This design comes from an exercise in tuning for small area on the open sky130 flow, not from production work.
The RTL was checked by simulation tests, not by an equivalence proof against the original design.
Power figures rest on the tool's default switching activity, not on a simulated workload.

### flow/run.sh
#!/bin/bash
# The standard ORFS layout (standard.sh), with two changes:
# - abc's assumed output load is set to a realistic value, so that the
#   hierarchical synthesis does not upsize every small leaf module's cells;
# - the port buffers are the smallest buffer, not a 10 um2 delay buffer.
# Every tool's output goes to the ORFS logs under orfs/logs; make's own
# output goes to run_standard.log.
set -euo pipefail
bash standard.sh ABC_LOAD_IN_FF=0.01 \
    "BUFFER_PORTS_ARGS=-buffer_cell sky130_fd_sc_hd__buf_1" \
    finish > run_standard.log 2>&1
### standard.sh
#!/bin/bash
# synth_recipe.tcl (not shown) runs the flow's synth.tcl, then flattens the netlist and writes it again
# the make line also repeats each setting of config.mk as NAME=value (left out here)
make -C /OpenROAD-flow-scripts/flow DESIGN_CONFIG=/design/flow/config.mk WORK_HOME=/design/flow/orfs CLKGATE_MAP_FILE= SYNTH_SCRIPT=/design/flow/synth_recipe.tcl "${@:-finish}"
### config.mk
export PLATFORM = sky130hd
export DESIGN_NAME = isa_cov_monitor
export DESIGN_NICKNAME = isa_cov_monitor
export VERILOG_FILES = /design/flow/design.v
export SDC_FILE = /design/flow/constraint.sdc
export NUM_CORES = 4
export LEC_CHECK = 0
export CAP_MARGIN = 20
export CORE_MARGIN = 2
export CORE_UTILIZATION = 40
export CTS_BUF_LIST = sky130_fd_sc_hd__clkbuf_16
export CTS_CLUSTER_DIAMETER = 60
export CTS_CLUSTER_SIZE = 20
export PLACE_DENSITY = 0.5
export SETUP_SLACK_MARGIN = 0.1
export SLEW_MARGIN = 20
export SYNTH_HIERARCHICAL = 1
### constraint.sdc
create_clock -name core_clock -period 5.0 [get_ports {i_clk}]
set_input_delay 1.0000 -clock core_clock [delete_from_list [all_inputs] [get_ports {i_clk}]]
set_output_delay 1.0000 -clock core_clock [all_outputs]
set_load 0.01 [all_outputs]
### design.v
package isa_cov_pkg;
    localparam logic [6:0] OPC_LUI       = 7'b0110111;
    localparam logic [6:0] OPC_AUIPC     = 7'b0010111;
    localparam logic [6:0] OPC_JAL       = 7'b1101111;
    localparam logic [6:0] OPC_JALR      = 7'b1100111;
    localparam logic [6:0] OPC_BRANCH    = 7'b1100011;
    localparam logic [6:0] OPC_LOAD      = 7'b0000011;
    localparam logic [6:0] OPC_STORE     = 7'b0100011;
    localparam logic [6:0] OPC_OP_IMM    = 7'b0010011;
    localparam logic [6:0] OPC_OP_IMM_32 = 7'b0011011;  
    localparam logic [6:0] OPC_OP        = 7'b0110011;
    localparam logic [6:0] OPC_OP_32     = 7'b0111011;
    localparam logic [6:0] OPC_AMO       = 7'b0101111;
    localparam logic [6:0] OPC_MISC_MEM  = 7'b0001111;  
    localparam logic [6:0] OPC_SYSTEM    = 7'b1110011;
    localparam logic [6:0] F7_BASE   = 7'b0000000;
    localparam logic [6:0] F7_ALT    = 7'b0100000;  
    localparam logic [6:0] F7_MULDIV = 7'b0000001;  
    typedef enum logic [3:0] {
        CLS_OTHER     = 4'd0,
        CLS_LUI       = 4'd1,
        CLS_AUIPC     = 4'd2,
        CLS_JAL       = 4'd3,
        CLS_JALR      = 4'd4,
        CLS_BRANCH    = 4'd5,
        CLS_LOAD      = 4'd6,
        CLS_STORE     = 4'd7,
        CLS_OP_IMM    = 4'd8,
        CLS_OP_IMM_32 = 4'd9,
        CLS_OP        = 4'd10,
        CLS_OP_32     = 4'd11,
        CLS_MULDIV    = 4'd12,
        CLS_AMO       = 4'd13,
        CLS_MISC_MEM  = 4'd14,
        CLS_SYSTEM    = 4'd15
    } class_t;
    localparam int NUM_CLASSES = 16;
    localparam int CNT_W       = 32;
    typedef logic [4:0] rd_idx_t;
    localparam rd_idx_t IDX_TOTAL = rd_idx_t'(NUM_CLASSES);
    localparam int AXI_ADDR_W = 8;
    localparam int AXI_DATA_W = 32;
    localparam logic [AXI_ADDR_W-1:0] ADDR_TOTAL = 8'h40;
    localparam logic [AXI_ADDR_W-1:0] ADDR_CTRL  = 8'h44;  
    localparam logic [1:0] RESP_OKAY   = 2'b00;
    localparam logic [1:0] RESP_SLVERR = 2'b10;
endpackage
import isa_cov_pkg::*;
module insn_classifier (
    input  logic        i_clk,
    input  logic        i_rst_n,
    input  logic        i_valid,
    input  logic [31:0] i_insn,
    output logic        o_hit,
    output isa_cov_pkg::class_t      o_class
);
    logic [6:0] opcode;
    logic [6:0] funct7;
    isa_cov_pkg::class_t     cls_next;
    assign opcode = i_insn[6:0];
    assign funct7 = i_insn[31:25];
    always_comb begin
        case (opcode)
            OPC_LUI:       cls_next = CLS_LUI;
            OPC_AUIPC:     cls_next = CLS_AUIPC;
            OPC_JAL:       cls_next = CLS_JAL;
            OPC_JALR:      cls_next = CLS_JALR;
            OPC_BRANCH:    cls_next = CLS_BRANCH;
            OPC_LOAD:      cls_next = CLS_LOAD;
            OPC_STORE:     cls_next = CLS_STORE;
            OPC_OP_IMM:    cls_next = CLS_OP_IMM;
            OPC_OP_IMM_32: cls_next = CLS_OP_IMM_32;
            OPC_AMO:       cls_next = CLS_AMO;
            OPC_MISC_MEM:  cls_next = CLS_MISC_MEM;
            OPC_SYSTEM:    cls_next = CLS_SYSTEM;
            OPC_OP: begin
                if (funct7 == F7_MULDIV) begin
                    cls_next = CLS_MULDIV;
                end else if (funct7 == F7_BASE || funct7 == F7_ALT) begin
                    cls_next = CLS_OP;
                end else begin
                    cls_next = CLS_OTHER;
                end
            end
            OPC_OP_32: begin
                if (funct7 == F7_MULDIV) begin
                    cls_next = CLS_MULDIV;
                end else if (funct7 == F7_BASE || funct7 == F7_ALT) begin
                    cls_next = CLS_OP_32;
                end else begin
                    cls_next = CLS_OTHER;
                end
            end
            default:       cls_next = CLS_OTHER;  
        endcase
    end
    always_ff @(posedge i_clk or negedge i_rst_n) begin
        if (!i_rst_n) begin
            o_hit   <= 1'b0;
            o_class <= CLS_OTHER;
        end else begin
            o_hit   <= i_valid;
            o_class <= cls_next;
        end
    end
endmodule
import isa_cov_pkg::*;
module tot_bit (
    input  logic i_q,
    input  logic i_c,
    input  logic i_w,
    input  logic i_k,
    input  logic i_wd,
    output logic o_d,
    output logic o_c
);
    logic s;
    assign s   = i_q ^ i_c;
    assign o_c = i_q & i_c;
    assign o_d = (i_w & i_wd) | (i_k & s);
endmodule
module cls_bit (
    input  logic i_w,
    input  logic i_wd,
    input  logic i_i,
    input  logic i_iv,
    input  logic i_h,
    input  logic i_x,
    output logic o_x
);
    assign o_x = !((i_w & i_wd) | (i_i & i_iv) | (i_h & i_x));
endmodule
module aoi3 (
    input  logic [2:0] i_sel,
    input  logic [2:0] i_d,
    output logic       o_n
);
    assign o_n = !(|(i_sel & i_d));
endmodule
module sel_bit (
    input  logic [15:0] i_sel,
    input  logic [15:0] i_d,
    output logic        o_d
);
    logic [5:0] n;
    genvar g;
    generate
        for (g = 0; g < 5; g++) begin : g_aoi
            aoi3 u_aoi (
                .i_sel (i_sel[3*g +: 3]),
                .i_d   (i_d[3*g +: 3]),
                .o_n   (n[g])
            );
        end
    endgenerate
    assign n[5] = !(i_sel[15] && i_d[15]);
    assign o_d  = !(&n);
endmodule
module sat_inc (
    input  logic             i_ph,
    input  logic [CNT_W-1:0] i_x,
    output logic [CNT_W-1:0] o_x
);
    logic [CNT_W-1:0] v;    
    logic [7:0]       g;    
    logic [8:0]       gp;   
    logic [CNT_W-1:0] p;    
    assign v = i_x ^ {CNT_W{i_ph}};
    genvar j, i;
    generate
        for (j = 0; j < 8; j++) begin : g_grp
            assign g[j] = &v[4*j +: 4];
        end
        for (j = 0; j <= 8; j++) begin : g_gp
            if (j == 0) begin : g_z
                assign gp[j] = 1'b1;
            end else begin : g_nz
                assign gp[j] = &g[j-1:0];
            end
        end
        for (i = 0; i < CNT_W; i++) begin : g_p
            if (i % 4 == 0) begin : g_z
                assign p[i] = gp[i/4];
            end else begin : g_nz
                assign p[i] = gp[i/4] & (&v[i-1:(i/4)*4]);
            end
        end
    endgenerate
    assign o_x = gp[8] ? i_x : (i_x ^ p);
endmodule
module hit_counter_bank (
    input  logic             i_clk,
    input  logic             i_rst_n,
    input  logic             i_hit,
    input  isa_cov_pkg::class_t           i_class,
    input  logic             i_clear,
    input  logic             i_we,
    input  isa_cov_pkg::rd_idx_t          i_widx,
    input  logic [CNT_W-1:0] i_wdata,
    input  logic [3:0]       i_wstrb,
    output logic             o_ph,
    output logic [NUM_CLASSES:0][CNT_W-1:0] o_cnt
);
    logic ph;
    always_ff @(posedge i_clk or negedge i_rst_n) begin
        if (!i_rst_n) begin
            ph <= 1'b0;
        end else begin
            ph <= !ph || i_clear;
        end
    end
    assign o_ph = ph;
    logic [NUM_CLASSES-1:0] cls_sel;
    logic [CNT_W-1:0]       wdp;    
    logic [CNT_W-1:0]       cur;    
    logic [CNT_W-1:0]       nxt;    
    genvar k, b, i;
    for (i = 0; i < CNT_W; i++) begin : g_wds
        assign wdp[i] = i_wstrb[i/8] && (i_wdata[i] ^ ph);
    end
    for (k = 0; k < NUM_CLASSES; k++) begin : g_sel
        assign cls_sel[k] = (i_class == k);
    end
    for (i = 0; i < CNT_W; i++) begin : g_cur
        logic [NUM_CLASSES-1:0] d;
        for (k = 0; k < NUM_CLASSES; k++) begin : g_d
            assign d[k] = o_cnt[k][i];
        end
        sel_bit u_sel (
            .i_sel (cls_sel),
            .i_d   (d),
            .o_d   (cur[i])
        );
    end
    sat_inc u_inc (
        .i_ph (ph),
        .i_x  (cur),
        .o_x  (nxt)
    );
    for (k = 0; k < NUM_CLASSES; k++) begin : g_cnt
        logic             sel;
        logic             ld;
        logic             inc;
        logic [3:0]       hold;
        logic [CNT_W-1:0] d;
        logic [CNT_W-1:0] q;
        assign sel = i_we && (i_widx == k);
        assign ld  = sel;
        assign inc = i_hit && cls_sel[k] && !sel && !i_clear;
        for (b = 0; b < 4; b++) begin : g_byte
            assign hold[b] = !(inc || (sel && i_wstrb[b]) || i_clear);
        end
        for (i = 0; i < CNT_W; i++) begin : g_bit
            cls_bit u_bit (
                .i_w  (ld),
                .i_wd (wdp[i]),
                .i_i  (inc),
                .i_iv (nxt[i]),
                .i_h  (hold[i/8]),
                .i_x  (q[i]),
                .o_x  (d[i])
            );
        end
        always_ff @(posedge i_clk or negedge i_rst_n) begin
            if (!i_rst_n) begin
                q <= '0;
            end else begin
                q <= d;
            end
        end
        assign o_cnt[k] = q;
    end
    begin : g_tot
        logic             sel;
        logic [3:0]       w;
        logic [3:0]       keep;
        logic [CNT_W:0]   c;
        logic [CNT_W-1:0] d;
        logic [CNT_W-1:0] q;
        assign sel = i_we && (i_widx == IDX_TOTAL);
        for (b = 0; b < 4; b++) begin : g_byte
            assign w[b]    = sel && i_wstrb[b];
            assign keep[b] = !(w[b] || i_clear);
        end
        logic [3:0] ones;
        for (b = 0; b < 4; b++) begin : g_ones
            assign ones[b] = &q[8*b +: 8];
        end
        assign c[0]  = i_hit && !sel && !(&ones);
        assign c[8]  = c[0] && ones[0];
        assign c[16] = c[8] && ones[1];
        assign c[24] = c[16] && ones[2];
        for (i = 0; i < CNT_W; i++) begin : g_bit
            logic co;
            tot_bit u_bit (
                .i_q  (q[i]),
                .i_c  (c[i]),
                .i_w  (w[i/8]),
                .i_k  (keep[i/8]),
                .i_wd (i_wdata[i]),
                .o_d  (d[i]),
                .o_c  (co)
            );
            if (i % 8 != 7) begin : g_rip
                assign c[i+1] = co;
            end
        end
        always_ff @(posedge i_clk or negedge i_rst_n) begin
            if (!i_rst_n) begin
                q <= '0;
            end else begin
                q <= d;
            end
        end
        assign o_cnt[NUM_CLASSES] = q;
    end
endmodule
import isa_cov_pkg::*;
module rd_aoi3 (
    input  logic [2:0] i_sel,
    input  logic [2:0] i_d,
    output logic       o_n
);
    assign o_n = !(|(i_sel & i_d));
endmodule
module rd_bit (
    input  logic [15:0] i_sel,
    input  logic [15:0] i_x,
    input  logic        i_cls1,
    input  logic        i_cls0,
    input  logic        i_tsel,
    input  logic        i_tot,
    input  logic        i_hold,
    input  logic        i_q,
    output logic        o_d
);
    logic [5:0] n;
    genvar g;
    generate
        for (g = 0; g < 5; g++) begin : g_aoi
            rd_aoi3 u_aoi (
                .i_sel (i_sel[3*g +: 3]),
                .i_d   (i_x[3*g +: 3]),
                .o_n   (n[g])
            );
        end
    endgenerate
    assign n[5] = !(i_sel[15] && i_x[15]);
    rd_tail u_tail (
        .i_n    (n),
        .i_cls1 (i_cls1),
        .i_cls0 (i_cls0),
        .i_tsel (i_tsel),
        .i_tot  (i_tot),
        .i_hold (i_hold),
        .i_q    (i_q),
        .o_d    (o_d)
    );
endmodule
module rd_tail (
    input  logic [5:0] i_n,
    input  logic       i_cls1,
    input  logic       i_cls0,
    input  logic       i_tsel,
    input  logic       i_tot,
    input  logic       i_hold,
    input  logic       i_q,
    output logic       o_d
);
    logic a;  
    logic m;
    rd_and6 u_and (
        .i_n (i_n),
        .o_a (a)
    );
    rd_mux u_mux (
        .i_s  (a),
        .i_d1 (i_cls1),
        .i_d0 (i_cls0),
        .o_m  (m)
    );
    rd_or u_or (
        .i_m    (m),
        .i_tsel (i_tsel),
        .i_tot  (i_tot),
        .i_hold (i_hold),
        .i_q    (i_q),
        .o_d    (o_d)
    );
endmodule
module rd_and6 (
    input  logic [5:0] i_n,
    output logic       o_a
);
    assign o_a = &i_n;
endmodule
module rd_mux (
    input  logic i_s,
    input  logic i_d1,
    input  logic i_d0,
    output logic o_m
);
    assign o_m = i_s ? i_d1 : i_d0;
endmodule
module rd_or (
    input  logic i_m,
    input  logic i_tsel,
    input  logic i_tot,
    input  logic i_hold,
    input  logic i_q,
    output logic o_d
);
    assign o_d = i_m | (i_tsel & i_tot) | (i_hold & i_q);
endmodule
module cov_csr_axil (
    input  logic                  i_clk,
    input  logic                  i_rst_n,
    input  logic                  i_awvalid,
    input  logic [AXI_ADDR_W-1:0] i_awaddr,
    output logic                  o_awready,
    input  logic                  i_wvalid,
    input  logic [AXI_DATA_W-1:0] i_wdata,
    input  logic [3:0]            i_wstrb,
    output logic                  o_wready,
    output logic                  o_bvalid,
    output logic [1:0]            o_bresp,
    input  logic                  i_bready,
    input  logic                  i_arvalid,
    input  logic [AXI_ADDR_W-1:0] i_araddr,
    output logic                  o_arready,
    output logic                  o_rvalid,
    output logic [AXI_DATA_W-1:0] o_rdata,
    output logic [1:0]            o_rresp,
    input  logic                  i_rready,
    output logic                  o_clear,
    output logic                  o_cnt_we,
    output isa_cov_pkg::rd_idx_t               o_cnt_widx,
    output logic [CNT_W-1:0]      o_cnt_wdata,
    output logic [3:0]            o_cnt_wstrb,
    input  logic                  i_ph,
    input  logic [NUM_CLASSES:0][CNT_W-1:0] i_cnt    
);
    localparam int NCNT = NUM_CLASSES + 1;
    logic                  wr_hs;
    logic                  rd_hs;
    logic                  rd_mapped;
    logic                  bvalid_q;
    logic                  rvalid_q;
    logic [AXI_DATA_W-1:0] rdata_q;
    logic [AXI_DATA_W-1:0] rdata_d;
    logic                  rresp_q;
    logic [NCNT-1:0]       rsel;
    logic                  rcls1;
    logic                  rcls0;
    logic                  rhold;
    assign wr_hs     = i_awvalid && i_wvalid && !bvalid_q;
    assign o_awready = wr_hs;
    assign o_wready  = wr_hs;
    assign o_clear = wr_hs && (i_awaddr == ADDR_CTRL) && i_wstrb[0] && i_wdata[0];
    assign o_cnt_we    = wr_hs && (i_awaddr[1:0] == 2'b00) && (i_awaddr <= ADDR_TOTAL);
    assign o_cnt_widx  = i_awaddr[6:2];
    assign o_cnt_wdata = i_wdata;
    assign o_cnt_wstrb = i_wstrb;
    always_ff @(posedge i_clk or negedge i_rst_n) begin
        if (!i_rst_n) begin
            bvalid_q <= 1'b0;
        end else if (wr_hs) begin
            bvalid_q <= 1'b1;
        end else if (i_bready) begin
            bvalid_q <= 1'b0;
        end
    end
    assign o_bvalid = bvalid_q;
    assign o_bresp  = RESP_OKAY;  
    assign o_arready = !rvalid_q;
    assign rd_hs     = i_arvalid && !rvalid_q;
    assign rd_mapped = (i_araddr[1:0] == 2'b00) && (i_araddr <= ADDR_TOTAL);
    genvar k, i;
    generate
        for (k = 0; k < NCNT; k++) begin : g_rsel
            assign rsel[k] = rd_hs && rd_mapped && (i_araddr[6:2] == k);
        end
    endgenerate
    assign rcls1 = rd_hs && rd_mapped && !i_araddr[6] && i_ph;
    assign rcls0 = rd_hs && rd_mapped && !i_araddr[6] && !i_ph;
    assign rhold = !rd_hs;
    generate
        for (i = 0; i < AXI_DATA_W; i++) begin : g_rd
            logic [NUM_CLASSES-1:0] x;
            for (k = 0; k < NUM_CLASSES; k++) begin : g_t
                assign x[k] = i_cnt[k][i];
            end
            rd_bit u_rd (
                .i_sel  (rsel[NUM_CLASSES-1:0]),
                .i_x    (x),
                .i_cls1 (rcls1),
                .i_cls0 (rcls0),
                .i_tsel (rsel[NUM_CLASSES]),
                .i_tot  (i_cnt[NUM_CLASSES][i]),
                .i_hold (rhold),
                .i_q    (rdata_q[i]),
                .o_d    (rdata_d[i])
            );
        end
    endgenerate
    always_ff @(posedge i_clk or negedge i_rst_n) begin
        if (!i_rst_n) begin
            rvalid_q <= 1'b0;
            rresp_q  <= 1'b0;
        end else if (rd_hs) begin
            rvalid_q <= 1'b1;
            rresp_q  <= !rd_mapped;
        end else if (i_rready) begin
            rvalid_q <= 1'b0;  
        end
    end
    always_ff @(posedge i_clk or negedge i_rst_n) begin
        if (!i_rst_n) begin
            rdata_q <= '0;
        end else begin
            rdata_q <= rdata_d;  
        end
    end
    assign o_rvalid = rvalid_q;
    assign o_rdata  = rdata_q;
    assign o_rresp  = {rresp_q, 1'b0};  
endmodule
import isa_cov_pkg::*;
module isa_cov_monitor (
    input  logic                  i_clk,
    input  logic                  i_rst_n,
    input  logic                  i_commit_valid,
    input  logic [31:0]           i_commit_insn,
    input  logic                  i_awvalid,
    input  logic [AXI_ADDR_W-1:0] i_awaddr,
    output logic                  o_awready,
    input  logic                  i_wvalid,
    input  logic [AXI_DATA_W-1:0] i_wdata,
    input  logic [3:0]            i_wstrb,
    output logic                  o_wready,
    output logic                  o_bvalid,
    output logic [1:0]            o_bresp,
    input  logic                  i_bready,
    input  logic                  i_arvalid,
    input  logic [AXI_ADDR_W-1:0] i_araddr,
    output logic                  o_arready,
    output logic                  o_rvalid,
    output logic [AXI_DATA_W-1:0] o_rdata,
    output logic [1:0]            o_rresp,
    input  logic                  i_rready
);
    logic             hit;
    isa_cov_pkg::class_t           hit_class;
    logic             clear;
    logic             cnt_we;
    isa_cov_pkg::rd_idx_t          cnt_widx;
    logic [CNT_W-1:0] cnt_wdata;
    logic [3:0]       cnt_wstrb;
    logic             ph;
    logic [NUM_CLASSES:0][CNT_W-1:0] cnt;
    insn_classifier insn_classifier_i (
        .i_clk   (i_clk),
        .i_rst_n (i_rst_n),
        .i_valid (i_commit_valid),
        .i_insn  (i_commit_insn),
        .o_hit   (hit),
        .o_class (hit_class)
    );
    hit_counter_bank hit_counter_bank_i (
        .i_clk     (i_clk),
        .i_rst_n   (i_rst_n),
        .i_hit     (hit),
        .i_class   (hit_class),
        .i_clear   (clear),
        .i_we      (cnt_we),
        .i_widx    (cnt_widx),
        .i_wdata   (cnt_wdata),
        .i_wstrb   (cnt_wstrb),
        .o_ph      (ph),
        .o_cnt     (cnt)
    );
    cov_csr_axil cov_csr_axil_i (
        .i_clk     (i_clk),
        .i_rst_n   (i_rst_n),
        .i_awvalid (i_awvalid),
        .i_awaddr  (i_awaddr),
        .o_awready (o_awready),
        .i_wvalid  (i_wvalid),
        .i_wdata   (i_wdata),
        .i_wstrb   (i_wstrb),
        .o_wready  (o_wready),
        .o_bvalid  (o_bvalid),
        .o_bresp   (o_bresp),
        .i_bready  (i_bready),
        .i_arvalid (i_arvalid),
        .i_araddr  (i_araddr),
        .o_arready (o_arready),
        .o_rvalid  (o_rvalid),
        .o_rdata   (o_rdata),
        .o_rresp   (o_rresp),
        .i_rready  (i_rready),
        .o_clear   (clear),
        .o_cnt_we    (cnt_we),
        .o_cnt_widx  (cnt_widx),
        .o_cnt_wdata (cnt_wdata),
        .o_cnt_wstrb (cnt_wstrb),
        .i_ph      (ph),
        .i_cnt     (cnt)
    );
endmodule
==> results.py, run 1 <==
metrics = {
    "outcome": {
        "status": "timing/DRC/antenna clean",
    },
    "critical_path": {
        "cp.required_ps": 5440,
        "reg2reg_depth": 15,
        "critPathKind": "register to register",
        "worstPathArrival_ps": 5320,
        "reg2reg_setup_slack_ps": 120,
        "start_kind": "register",
        "crit_start": "insn_classifier_i.o_class[1]",
        "worstReg2RegEnd": "hit_counter_bank_i.g_cnt[9].q[2]",
        "end_kind": "register",
        "worstPathMaxFanout": 16,
        "worst_r2r_startpoint": "insn_classifier_i.o_class[1]",
    },
    "placed_design": {
        "place_hpwl_mm": 93.34,
        "pre_cts_ws_ps": -33.00,
        "dp_cells": 3528,
        "gp_congestion": 0.9402,
        "io_buffers": 111,
    },
    "clock_network": {
        "cts_buffer_depth": 3,
        "clk_pin_slew_ps": 70,
        "htree_levels": 2,
        "insertion_delay_ps": 660,
        "numCtsBuffers": 54,
        "cts_root_buf": "clkbuf_16",
        "cts_tree": "built",
        "cts_sinks": 585,
    },
    "worst_hold_path": {
        "holdPathEnd": "insn_classifier_i.o_hit",
        "hold_depth": 1,
        "hp-start": "i_commit_valid",
        "hp-class": "primary input to register",
    },
    "detailed_routing": {
        "drt-wirelength-per-cell_um": 38.43,
        "initialDrtViolationCount": 8840,
        "drcViolationCount": 0,
        "drt-total-wl_mm": 140.0,
        "drtPass1Iterations": 15,
        "routed_via_density": 8.212,
        "final_antenna_net_count": 0,
        "vias": 29920,
    },
    "sta": {
        "rsz0062_at_grt": "false",
        "max_freq_ghz": 0.2050,
        "finalHoldViolCount": 0,
        "fin_setup_tns_ps": 0,
        "worst_clock_skew_ps": 42.97,
        "finalCritPeriodShare_pct": 97.56,
        "tightest_slew_ps": 1258,
        "slew_violations": 0,
        "setup_ws_ps": 121.8,
        "relSlewSlack_pct": 16.09,
        "min_period_ps": 4878,
        "setup_viol": 0,
    },
    "logic_synthesis": {
        "synthDominantCellAreaShare_pct": 50.21,
        "synthMostInstantiatedCell": "a222oi_1",
        "synth_top_cells_by_count": "a222oi_1 (832), dfrtp_1 (585), nand2_1 (129), nand4_1 (83), nor2_1 (82)",
        "async_reset_ff_share_pct": 100.0,
        "synth_seq_area_share_pct": 50.21,
        "ys_top_cells_by_area": "dfrtp_1 (50%), a222oi_1 (29%), a211oi_1 (1.9%), nand4_1 (1.8%), nand2_1 (1.7%)",
        "yosys_warnings": 9,
        "ys_seq_elements": 585,
        "synth_cell_types": 76,
        "netlist_area_um2": 29150,
        "synth_edf_count": 0,
        "synth_top_flop_cell": "dfrtp_1",
        "yosysTopAreaCell": "dfrtp_1",
        "synth_area_per_cell_um2": 12.55,
        "syn_inst": 2323,
    },
    "global_route": {
        "grt_max_degree": 104,
        "grt_pass1_vias": 28810,
        "grt_overflow": 0,
        "antenna_found_initial": 1,
        "grt_first_pass_wirelength_mm": 201.5,
        "grt_use_total_pct": 36.31,
    },
    "die": {
        "ioPinCount": 133,
        "die_height_um": 274.0,
        "fp.dieArea_um2": 75060,
        "die_w_um": 274.0,
        "core_um2": 71850,
        "rows": 98,
        "initial_core_util_pct": 40.57,
    },
    "finish": {
        "drive_gt1_share_pct": 17.33,
        "areaGrowthSynthToFinish_pct": 19.94,
        "fillCellCount": 6529,
        "nNetsFinal": 2769,
        "instances_no_fill": 3643,
    },
    "pwr": {
        "peakVddDrop_uv": 261.2,
        "p_leak_nw": 13.94,
        "powerDensity_nw_per_um2": 385.9,
    },
    "flow_run": {
        "cap_viol_max_count": 0,
    },
}
[worst max path at each step]
stage,cells after the start,to
finish,15,hit_counter_bank_i.g_cnt[9].q[2]
global route,15,hit_counter_bank_i.g_cnt[9].q[2]
CTS,14,hit_counter_bank_i.g_cnt[9].q[2]
detailed placement,14,hit_counter_bank_i.g_cnt[12].q[2]
global placement,14,hit_counter_bank_i.g_cnt[9].q[2]
floorplan,13,hit_counter_bank_i.g_cnt[11].q[27]
[per-stage QoR]
step	hold slack (ps)	utilization (%)	cell area (um^2)	power (W)
after global routing	455.6	48.65	34960	0.01396
final	471.7	48.66	34970	0.01349
after floorplan	466.7	-	29220	0.007484
after global placement	476.6	45.74	32870	0.008946
after detailed placement	485.9	45.83	32930	0.009044
after CTS	446.8	48.45	34820	0.01342
[cell families (layout without fill, tap and decap cells)]
kind of cell / count (synthesis) / count (layout) / share of synthesized area, %
AOI/OAI and AO/OA: 1029 / 1029 / 33.94
DFF: 585 / 585 / 50.21
and+or+nand+nor: 465 / 465 / 8.729
buffers and inverters: 98 / 462 / 2.008
xor gates and xnor gates: 73 / 73 / 2.193
muxes: 40 / 40 / 1.532
adders and majority gates: 32 / 32 / 1.373
other: 1 / 7 / 0.01286
[per-layer routing]
metal	up-vias	wire (um)	share of wire (%)	track usage (%)
met3	381	19040	14	10.14
met5	-	0	0	0
met2	2576	61180	44	54.24
met4	0	7578	5.4	18.49
li1	11810	-	-	-
met1	15150	52210	37	48.23
[sequential cells by signal, summed over array words and instances, names as in the netlist]
name / cells
cov_csr_axil_i.bvalid_q: 1
cov_csr_axil_i.rdata_q: 32
cov_csr_axil_i.rresp_q: 1
cov_csr_axil_i.rvalid_q: 1
hit_counter_bank_i.g_cnt.q: 512
hit_counter_bank_i.g_tot.q: 32
hit_counter_bank_i.ph: 1
insn_classifier_i.o_class: 4
insn_classifier_i.o_hit: 1
[critical path: stages, from the launching register on]
cell and delay [ps]:
dfrtp_2 470, or2_1 200, nor3_4 100, buf_4 210
buf_4 190, a222oi_1 620, and3_1 290, nand4_1 240
or4b_2 730, mux2i_2 300, nand4_1 220, buf_4 270
o21ai_0 230, xnor2_1 150, buf_4 300, a222oi_1 140
[power breakdown]
group          internal (W)  switching (W)  total (W)
Sequential          0.00543       0.000592    0.00602
Combinational       0.00121        0.00187    0.00309
Clock               0.00221        0.00218    0.00439
[cells in the final DEF (no fill, tap or decap), types with 40 or more instances in the layout]
cell,n
nand2_1,126
a211oi_1,41
xor2_1,40
nor2_1,52
dfrtp_1,580
buf_1,108
clkbuf_16,57
nand4_1,83
buf_4,208
a222oi_1,832
[per-module statistics from Yosys (local to each module, per instance), a selection]
module	flops+latches	copies in the design
rd_aoi3	0	160
cov_csr_axil	35	1
cls_bit	0	512
insn_classifier	5	1
sel_bit	0	32
sat_inc	0	1
tot_bit	0	32
rd_mux	0	32
rd_and6	0	32
rd_bit	0	32
hit_counter_bank	545	1
aoi3	0	160
rd_or	0	32
[cell type report]
cell class                 instances  area [um^2]  share of cell area, %
multi-input combinational       1642        14670                  41.96
sequential                       585        14650                  41.89
clock buffer                      57         1426                  4.079
timing repair buffer             353         2590                  7.407
inverter                           9        33.78                0.09661
clock inverter                    43        397.9                  1.138
antenna                            4        10.01                0.02863
tap                              950         1189                  3.399
[timing repair]
action | 4_1_cts | 5_1_grt
setup buffers | 5 | 1
pin swaps | 3 | 6
hold buffers | 0 | 0
gates cloned | 0 | 0
setup endpoints to repair | 250 | 318
resized for setup | 7 | 14
==> run 2: changes to the inputs <==
--- a/config.mk
+++ b/config.mk
@@ -10,6 +10,6 @@
 export CORE_UTILIZATION = 40
 export CTS_BUF_LIST = sky130_fd_sc_hd__clkbuf_16
-export CTS_CLUSTER_DIAMETER = 60
-export CTS_CLUSTER_SIZE = 20
+export CTS_CLUSTER_DIAMETER = 80
+export CTS_CLUSTER_SIZE = 25
 export PLACE_DENSITY = 0.5
 export SETUP_SLACK_MARGIN = 0.1
==> run 2 against run 1 <==
Net effect: sequential share of layout area rose by 0.60 points; highest routed layer unchanged; flip-flop and latch count did not move; largest power group unchanged; critical path type unchanged; non-clock buffer count rose by 1; critical path depth fell by 2.
==> results.py, run 2 <==
metrics = {
    "finish": {
        "instances_no_fill": 3607,
        "drive_gt1_share_pct": 16.57,
        "mostFrequentLayoutCells": "a222oi_1 (832), dfrtp_1 (580), buf_4 (210), nand2_1 (126), buf_1 (108)",
        "largest_reg_flops": 512,
        "areaGrowthSynthToFinish_pct": 18.26,
        "regMostFlops": "hit_counter_bank_i.g_cnt.q",
        "nNetsFinal": 2754,
        "final_common_cell": "a222oi_1",
        "largestRegisters": "hit_counter_bank_i.g_cnt.q x512, cov_csr_axil_i.rdata_q x32, hit_counter_bank_i.g_tot.q x32",
    },
    "global_route": {
        "grt_max_degree": 104,
        "antenna_found_initial": 1,
        "grt_pass1_vias": 28520,
        "grt_first_pass_wirelength_mm": 200.7,
        "grt_use_total_pct": 36.17,
        "grt_overflow": 0,
    },
    "logic_synthesis": {
        "synth_top_cells_by_count": "a222oi_1 (832), dfrtp_1 (585), nand2_1 (129), nand4_1 (83), nor2_1 (82)",
        "synth_cell_types": 76,
        "synth_seq_area_share_pct": 50.21,
        "synth_top_flop_cell": "dfrtp_1",
        "ys_seq_elements": 585,
        "synthMostInstantiatedCell": "a222oi_1",
        "yosysTopAreaCell": "dfrtp_1",
        "yosys_warnings": 9,
        "async_reset_ff_share_pct": 100.0,
        "ys_top_cells_by_area": "dfrtp_1 (50%), a222oi_1 (29%), a211oi_1 (1.9%), nand4_1 (1.8%), nand2_1 (1.7%)",
        "netlist_area_um2": 29150,
        "syn_inst": 2323,
        "synthDominantCellAreaShare_pct": 50.21,
        "synth_area_per_cell_um2": 12.55,
        "synth_edf_count": 0,
    },
    "detailed_routing": {
        "drt-wirelength-per-cell_um": 38.58,
        "initialDrtViolationCount": 8957,
        "vias": 29600,
        "routed_via_density": 8.207,
        "drt-total-wl_mm": 139.2,
        "final_antenna_net_count": 0,
        "drtPass1Iterations": 15,
        "drcViolationCount": 0,
    },
    "critical_path": {
        "end_kind": "register",
        "worstPathMaxFanout": 18,
        "worstReg2RegEnd": "hit_counter_bank_i.g_cnt[12].q[2]",
        "cp.required_ps": 5420,
        "start_kind": "register",
        "worst_r2r_startpoint": "insn_classifier_i.o_class[3]",
        "critPathKind": "register to register",
        "reg2reg_depth": 13,
        "worstPathArrival_ps": 5260,
        "reg2reg_setup_slack_ps": 160,
    },
    "sta": {
        "worst_clock_skew_ps": 37.05,
        "rsz0062_at_grt": "false",
        "finalCritPeriodShare_pct": 96.74,
        "slew_violations": 0,
        "setup_viol": 0,
        "setup_ws_ps": 163.0,
        "finalHoldViolCount": 0,
        "min_period_ps": 4837,
        "tightest_slew_ps": 1216,
        "max_freq_ghz": 0.2067,
        "relSlewSlack_pct": 18.88,
    },
    "worst_hold_path": {
        "holdPathEnd": "hit_counter_bank_i.g_cnt[4].q[22]",
        "hold_depth": 1,
        "hp-start": "hit_counter_bank_i.g_cnt[4].q[22]",
        "hp-class": "register to register",
    },
    "pwr": {
        "powerDensity_nw_per_um2": 368.7,
        "peakVddDrop_uv": 252.9,
        "p_leak_nw": 13.70,
    },
    "clock_network": {
        "htree_levels": 2,
        "clk_pin_slew_ps": 90,
        "cts_hold_buf": 0,
        "insertion_delay_ps": 630,
        "cts_buffer_depth": 3,
        "cts_sinks": 585,
        "cts_tree": "built",
        "cts_root_buf": "clkbuf_16",
        "numCtsBuffers": 38,
    },
    "placed_design": {
        "pre_cts_ws_ps": -33.00,
        "gp_congestion": 0.9402,
        "io_buffers": 111,
        "dp_cells": 3528,
        "place_hpwl_mm": 93.34,
    },
    "die": {
        "rows": 98,
        "initial_core_util_pct": 40.57,
        "die_height_um": 274.0,
        "die_w_um": 274.0,
        "core_um2": 71850,
        "ioPinCount": 133,
        "fp.dieArea_um2": 75060,
    },
    "flow_run": {
        "cap_viol_max_count": 0,
    },
    "outcome": {
        "status": "timing/DRC/antenna clean",
    },
}
run 2: cell count changes in the layout (fill, tap and decap cells not counted), moves of 2 or more:
cell,previous run,this run
clkinv_8,4,2
buf_4,208,210
inv_16,0,3
clkinv_1,5,1
diode_2,4,1
clkinv_2,6,1
clkbuf_16,57,41
clkinv_4,7,0
clkinvlp_4,4,2
run 2: final cells by class:
type                       count  area [um^2]
fill                        6558        37380
multi-input combinational   1642        14690
sequential                   585        14650
timing repair buffer         354         2604
tap                          950         1189
clock buffer                  41         1026
clock inverter                25        286.5
inverter                       9        33.78
antenna                        1        2.502
run 2: through the flow:
stage | TNS [ps] | util (%) | hold slack [ps] | instance area, um^2 | total power [W]
floorplan | 0 | - | 466.7 | 29220 | 0.007484
global placement | -36.38 | 45.74 | 476.6 | 32870 | 0.008946
detailed placement | -317.7 | 45.83 | 485.9 | 32930 | 0.009044
CTS | 0 | 47.72 | 478.0 | 34290 | 0.01262
global route | 0 | 47.98 | 479.1 | 34470 | 0.01316
finish | 0 | 47.98 | 496.8 | 34480 | 0.01271
run 2: worst max path at each step:
stage                                             from                            endpoint  slack [ps]  cells after the start
final                     insn_classifier_i.o_class[3]   hit_counter_bank_i.g_cnt[12].q[2]         160                     13
after global routing      insn_classifier_i.o_class[1]    hit_counter_bank_i.g_cnt[0].q[5]         100                     16
after CTS                 insn_classifier_i.o_class[2]   hit_counter_bank_i.g_cnt[12].q[2]         130                     15
after detailed placement  insn_classifier_i.o_class[2]   hit_counter_bank_i.g_cnt[12].q[2]         -30                     14
after global placement    insn_classifier_i.o_class[1]    hit_counter_bank_i.g_cnt[9].q[2]          -8                     14
after floorplan           insn_classifier_i.o_class[1]  hit_counter_bank_i.g_cnt[11].q[27]         130                     13
run 2: power by group:
part           internal (W)  switching (W)
sequential          0.00542       0.000596
combinational       0.00122        0.00187
clock               0.00161        0.00199
run 2: logic make-up (layout without fill, tap and decap cells):
group	after synthesis	in the layout	share of synthesized area (%)
buffers and inverters	98	429	2.008
AO/OA/AOI/OAI	1029	1029	33.94
AND/OR/NAND/NOR	465	465	8.729
XOR/XNOR	73	73	2.193
adder cells (fa/ha/maj)	32	32	1.373
other	1	4	0.01286
flip-flops	585	585	50.21
multiplexers	40	40	1.532
run 2: what timing repair did:
item                       in CTS  in global routing
pin swaps                       1                  4
setup endpoints to repair     247                308
gates resized for setup         7                 14
buffers inserted                3                  4
run 2: modules after synthesis, one instance, submodules excluded, a selection:
module / copies in the design / flops+latches / cells
aoi3: 160 / 0 / 1
insn_classifier: 1 / 5 / 49
rd_bit: 32 / 0 / 1
tot_bit: 32 / 0 / 2
rd_mux: 32 / 0 / 1
rd_and6: 32 / 0 / 3
cov_csr_axil: 1 / 35 / 132
rd_or: 32 / 0 / 1
run 2: per-layer routing:
metal / up-vias / global-route usage [%] / share of wire, %
li1: 11760 / - / -
met1: 14930 / 48.86 / 38
met2: 2550 / 54.75 / 44
met3: 365 / 8.679 / 13
met4: 0 / 17.08 / 5.4
met5: - / 0 / 0
run 2: critical path, stage by stage, from the launching register on:
cell	delay [ps]
dfrtp_2	510
buf_4	210
nor3_4	970
a222oi_1	390
and3_1	300
nand4_1	280
and4b_1	270
mux2i_1	120
or4_4	520
buf_4	240
o21ai_0	240
xnor2_1	150
buf_4	300
a222oi_1	120
==> run 3: changes to the inputs <==
--- a/design.v
+++ b/design.v
@@ -369,47 +369,6 @@
 );
     logic a;  
-    logic m;
-    rd_and6 u_and (
-        .i_n (i_n),
-        .o_a (a)
-    );
-    rd_mux u_mux (
-        .i_s  (a),
-        .i_d1 (i_cls1),
-        .i_d0 (i_cls0),
-        .o_m  (m)
-    );
-    rd_or u_or (
-        .i_m    (m),
-        .i_tsel (i_tsel),
-        .i_tot  (i_tot),
-        .i_hold (i_hold),
-        .i_q    (i_q),
-        .o_d    (o_d)
-    );
-endmodule
-module rd_and6 (
-    input  logic [5:0] i_n,
-    output logic       o_a
-);
-    assign o_a = &i_n;
-endmodule
-module rd_mux (
-    input  logic i_s,
-    input  logic i_d1,
-    input  logic i_d0,
-    output logic o_m
-);
-    assign o_m = i_s ? i_d1 : i_d0;
-endmodule
-module rd_or (
-    input  logic i_m,
-    input  logic i_tsel,
-    input  logic i_tot,
-    input  logic i_hold,
-    input  logic i_q,
-    output logic o_d
-);
-    assign o_d = i_m | (i_tsel & i_tot) | (i_hold & i_q);
+    assign a   = &i_n;
+    assign o_d = (a ? i_cls1 : i_cls0) | (i_tsel & i_tot) | (i_hold & i_q);
 endmodule
 module cov_csr_axil (
--- a/config.mk
+++ b/config.mk
@@ -9,9 +9,6 @@
 export CORE_MARGIN = 2
 export CORE_UTILIZATION = 40
-export CTS_BUF_LIST = sky130_fd_sc_hd__clkbuf_16
-export CTS_CLUSTER_DIAMETER = 80
-export CTS_CLUSTER_SIZE = 25
 export PLACE_DENSITY = 0.5
-export SETUP_SLACK_MARGIN = 0.1
+export SETUP_SLACK_MARGIN = 0.2
 export SLEW_MARGIN = 20
 export SYNTH_HIERARCHICAL = 1
==> run 3 against run 2 <==
Net effect: final cell count is 3.9% higher; flip-flop and latch count unchanged; routed wire length shrank 1.1%; sequential share of layout area down 1.3 points; design area grew 3.1%; utilization up 0.89 points; non-clock buffer count grew 7; count of clock-buffer cells in the layout rose by 57; global-route usage decreased by 0.59 points.
==> results.py, run 3 <==
metrics = {
    "detailed_routing": {
        "drtPass1Iterations": 29,
        "drt-wirelength-per-cell_um": 36.73,
        "drt-total-wl_mm": 137.6,
        "drcViolationCount": 0,
        "initialDrtViolationCount": 7654,
        "vias": 30220,
        "routed_via_density": 8.066,
        "final_antenna_net_count": 0,
    },
    "sta": {
        "finalHoldViolCount": 0,
        "setup_viol": 0,
        "slew_violations": 0,
        "fin_setup_tns_ps": 0,
        "tightest_slew_ps": 1224,
        "fin_hold_ws_ps": 483.8,
        "min_period_ps": 4707,
        "finalCritPeriodShare_pct": 94.14,
        "max_freq_ghz": 0.2125,
        "worst_clock_skew_ps": 17.55,
        "rsz0062_at_grt": "false",
        "relSlewSlack_pct": 18.38,
    },
    "logic_synthesis": {
        "yosysTopAreaCell": "dfrtp_1",
        "synthMostInstantiatedCell": "a222oi_1",
        "synth_edf_count": 0,
        "synthAdderAreaFrac_pct": 1.368,
        "async_reset_ff_share_pct": 100.0,
        "synth-simple-area-share_pct": 9.514,
        "synth_seq_area_share_pct": 50.01,
        "synth_cell_types": 75,
        "synth_compound_area_share_pct": 34.62,
        "netlist_area_um2": 29270,
        "syn_inst": 2387,
        "synth_top_family_by_area": "compound AO/OA/AOI/OAI gates",
        "synth_top_flop_cell": "dfrtp_1",
        "muxShareOfSynthArea_pct": 0.2949,
        "yosys_warnings": 9,
        "synthXorXnorAreaFrac_pct": 2.184,
        "synthDominantCellAreaShare_pct": 50.01,
        "ys_seq_elements": 585,
        "synth_top_cells_by_count": "a222oi_1 (832), dfrtp_1 (585), nand2_1 (129), nand4_1 (83), a211oi_1 (72)",
        "synth_area_per_cell_um2": 12.26,
        "ys_top_cells_by_area": "dfrtp_1 (50%), a222oi_1 (28%), a211oi_1 (1.8%), nand4_1 (1.8%), nand2_1 (1.7%)",
    },
    "pwr": {
        "powerDensity_nw_per_um2": 400.1,
        "intPower_w": 0.009759,
        "p_sw_share_pct": 31.36,
        "pwr-share-seq_pct": 42.4,
        "clkPwrFrac_pct": 37.7,
        "p_comb_share_pct": 19.9,
        "p_leak_nw": 14.16,
        "p_sw_w": 0.004459,
        "peakVddDrop_uv": 252.6,
    },
    "critical_path": {
        "critPathKind": "register to register",
        "cpMaxStageDelayCell": "or4b_1",
        "end_kind": "register",
        "cp_num_cells": 13,
        "worstPathMaxFanout": 16,
        "crit_chain": "nand2b_4 > nor3_4 > buf_8 > a222oi_1 > and3_1 > nand4_1 > or4b_1 > mux2_4 > or4_4 > or4b_1 > o2bb2ai_1 > buf_4 > a222oi_1",
        "max_stage_delay_ps": 600,
        "worstPathArrival_ps": 5210,
        "path_buf_inv": 2,
        "crit_family": "simple AND/OR/NAND/NOR gates",
        "cp.required_ps": 5500,
        "worst_r2r_startpoint": "insn_classifier_i.o_class[0]",
        "start_kind": "register",
        "reg2reg_depth": 13,
        "crit_start": "insn_classifier_i.o_class[0]",
    },
    "clock_network": {
        "cts_tree": "built",
        "cts_sinks": 585,
        "htree_levels": 3,
        "numCtsBuffers": 69,
        "cts_root_buf": "clkbuf_16",
        "cts_buffer_depth": 3,
        "insertion_delay_ps": 620,
        "clk_pin_slew_ps": 60,
    },
    "placed_design": {
        "place_hpwl_mm": 95.75,
        "io_buffers": 111,
        "dp_cells": 3601,
        "dpl_cell_area_um2": 32810,
        "gp_congestion": 0.9325,
    },
    "die": {
        "die_w_um": 274.5,
        "die_height_um": 274.5,
        "rows": 99,
        "initial_core_util_pct": 40.26,
        "fp.dieArea_um2": 75370,
        "ioPinCount": 133,
        "core_um2": 72710,
    },
    "finish": {
        "regMostFlops": "hit_counter_bank_i.g_cnt.q",
        "largestRegisters": "hit_counter_bank_i.g_cnt.q x512, cov_csr_axil_i.rdata_q x32, hit_counter_bank_i.g_tot.q x32",
        "instances_no_fill": 3747,
        "drive_gt1_share_pct": 17.65,
        "mostFrequentLayoutCells": "a222oi_1 (832), dfrtp_1 (582), buf_4 (228), nand2_1 (128), buf_1 (110)",
        "nNetsFinal": 2857,
        "multi_input_area_um2": 14800,
        "fillCellCount": 6551,
        "final_common_cell": "a222oi_1",
        "seqCellArea_um2": 14650,
        "finish.utilization_pct": 48.87,
        "finalInstanceArea_um2": 35530,
        "antenna_cells": 0,
        "largest_reg_flops": 512,
        "areaGrowthSynthToFinish_pct": 21.38,
    },
    "global_route": {
        "grt_use_total_pct": 35.57,
        "grt_pass1_vias": 29360,
        "grt_overflow": 0,
        "antenna_found_initial": 4,
        "grt_first_pass_wirelength_mm": 200.0,
        "grt_max_degree": 128,
    },
    "worst_hold_path": {
        "hp-start": "i_commit_valid",
        "hold_depth": 1,
        "hp-class": "primary input to register",
    },
    "flow_run": {
        "cap_viol_max_count": 0,
    },
    "outcome": {
        "status": "timing/DRC/antenna clean",
    },
}
## run 3: cell types whose count changed after synthesis, sizes merged
cell,change
o21ai,+64
a221o,-32
a22oi,+32
mux2,-32
nand2b,+32
nand3,+32
nor2,-32
## run 3: final cells by class
type                            instances  area share (%)
Multi-Input combinational cell       1707           41.65
Tap cell                              959           3.377
Timing Repair Buffer                  361           6.976
Sequential cell                       585           41.22
Inverter                                9         0.09507
Clock buffer                           98           5.620
Clock inverter                         28           1.063
## run 3: final timing paths
check	slack (ps)	end
max in group asynchronous	3220	hit_counter_bank_i.g_cnt[2].q[28]
worst min-delay path	480	insn_classifier_i.o_hit
worst min register to register	490	hit_counter_bank_i.g_cnt[15].q[19]
worst max register to register	290	hit_counter_bank_i.g_cnt[0].q[31]
min in group asynchronous	520	hit_counter_bank_i.g_cnt[10].q[11]
worst max-delay path	290	hit_counter_bank_i.g_cnt[0].q[31]
## run 3: per-layer routing
metal / track usage, % / vias up / wire, um
met4: 16.60 / 4 / 7732
met3: 7.873 / 458 / 15120
li1: - / 12070 / -
met5: 0 / - / 114
met1: 44.50 / 15400 / 50300
met2: 58.67 / 2286 / 64370
## run 3: kinds of logic (layout without fill, tap and decap cells)
family / after synthesis / in the layout
flops: 585 / 585
mux: 8 / 8
xor+xnor: 73 / 73
buf+inv: 98 / 496
other cells: 1 / 3
simple gates: 497 / 498
compound gates: 1093 / 1093
fa+ha+maj: 32 / 32
## run 3: power groups by stage
stage	clock, W	combinational [W]	sequential, W
floorplan	0	0.00158	0.00591
global placement	0	0.00258	0.00603
detailed placement	0	0.00266	0.00608
CTS	0.00543	0.00267	0.00600
global route	0.00562	0.00300	0.00610
finish	0.00535	0.00283	0.00603
## run 3: repair_timing
action | CTS | global route
pin swaps | 4 | 15
setup endpoints to repair | 130 | 424
buffers inserted | 2 | 14
hold buffers | 0 | 0
gates cloned | 0 | 1
gates resized for setup | 5 | 22
## run 3: modules after synthesis, one instance, submodules excluded, a selection
| module | flip-flops and latches | area (um^2) | cells inside |
|---|---|---|---|
| rd_aoi3 | 0 | 10.01 | 1 |
| rd_tail | 0 | 38.79 | 7 |
| rd_bit | 0 | 3.754 | 1 |
| tot_bit | 0 | 21.27 | 2 |
| hit_counter_bank | 545 | 15390 | 801 |
| aoi3 | 0 | 10.01 | 1 |
## run 3: per-stage QoR
| stage | worst slack [ps] | total power [W] |
|---|---|---|
| after floorplan | 203.1 | 0.007489 |
| after CTS | 210.7 | 0.01410 |
| after global placement | 92.11 | 0.008608 |
| after global routing | 193.6 | 0.01472 |
| final | 293.2 | 0.01422 |
| after detailed placement | 76.38 | 0.008736 |

## afterwards: timing with drivers on the ports
In the flow no input, the clock included, has a driving cell. The finished layouts below were timed again as built, in two steps.
Step 1 (the two cells are an assumption about what drives the block):
set clk [get_ports {i_clk}]
set_driving_cell -lib_cell sky130_fd_sc_hd__clkbuf_16 $clk
set_driving_cell -lib_cell sky130_fd_sc_hd__buf_2 [delete_from_list [all_inputs] $clk]
Step 2 adds t to the input delays and takes it off the output delays; t is the mean of the earliest and latest rising clock arrival at the registers after step 1. Input paths then give back, and output paths get back, about the clock's delay inside the block.
Slacks: ideal / step 1 / step 2; pairs: ideal / step 1.
run | shift t [ns] | setup WS [ns] | worst hold slack (ns) | worst setup path after step 2 | worst register clock-pin slew, ns
run 1 | 0.705 | 0.122 / 0.122 / 0.122 | 0.472 / 0.433 / 0.496 | register to register | 0.09 / 0.09
run 2 | 0.673 | 0.163 / 0.163 / 0.163 | 0.497 / 0.456 / 0.497 | register to register | 0.11 / 0.11
run 3 | 0.680 | 0.293 / 0.293 / 0.290 | 0.484 / 0.451 / 0.492 | input to register | 0.07 / 0.07
After both steps every run listed still meets setup and hold. The setup slack of run 3, which loses most, moves by 0.000 ns with the drivers and by -0.003 ns with both steps.
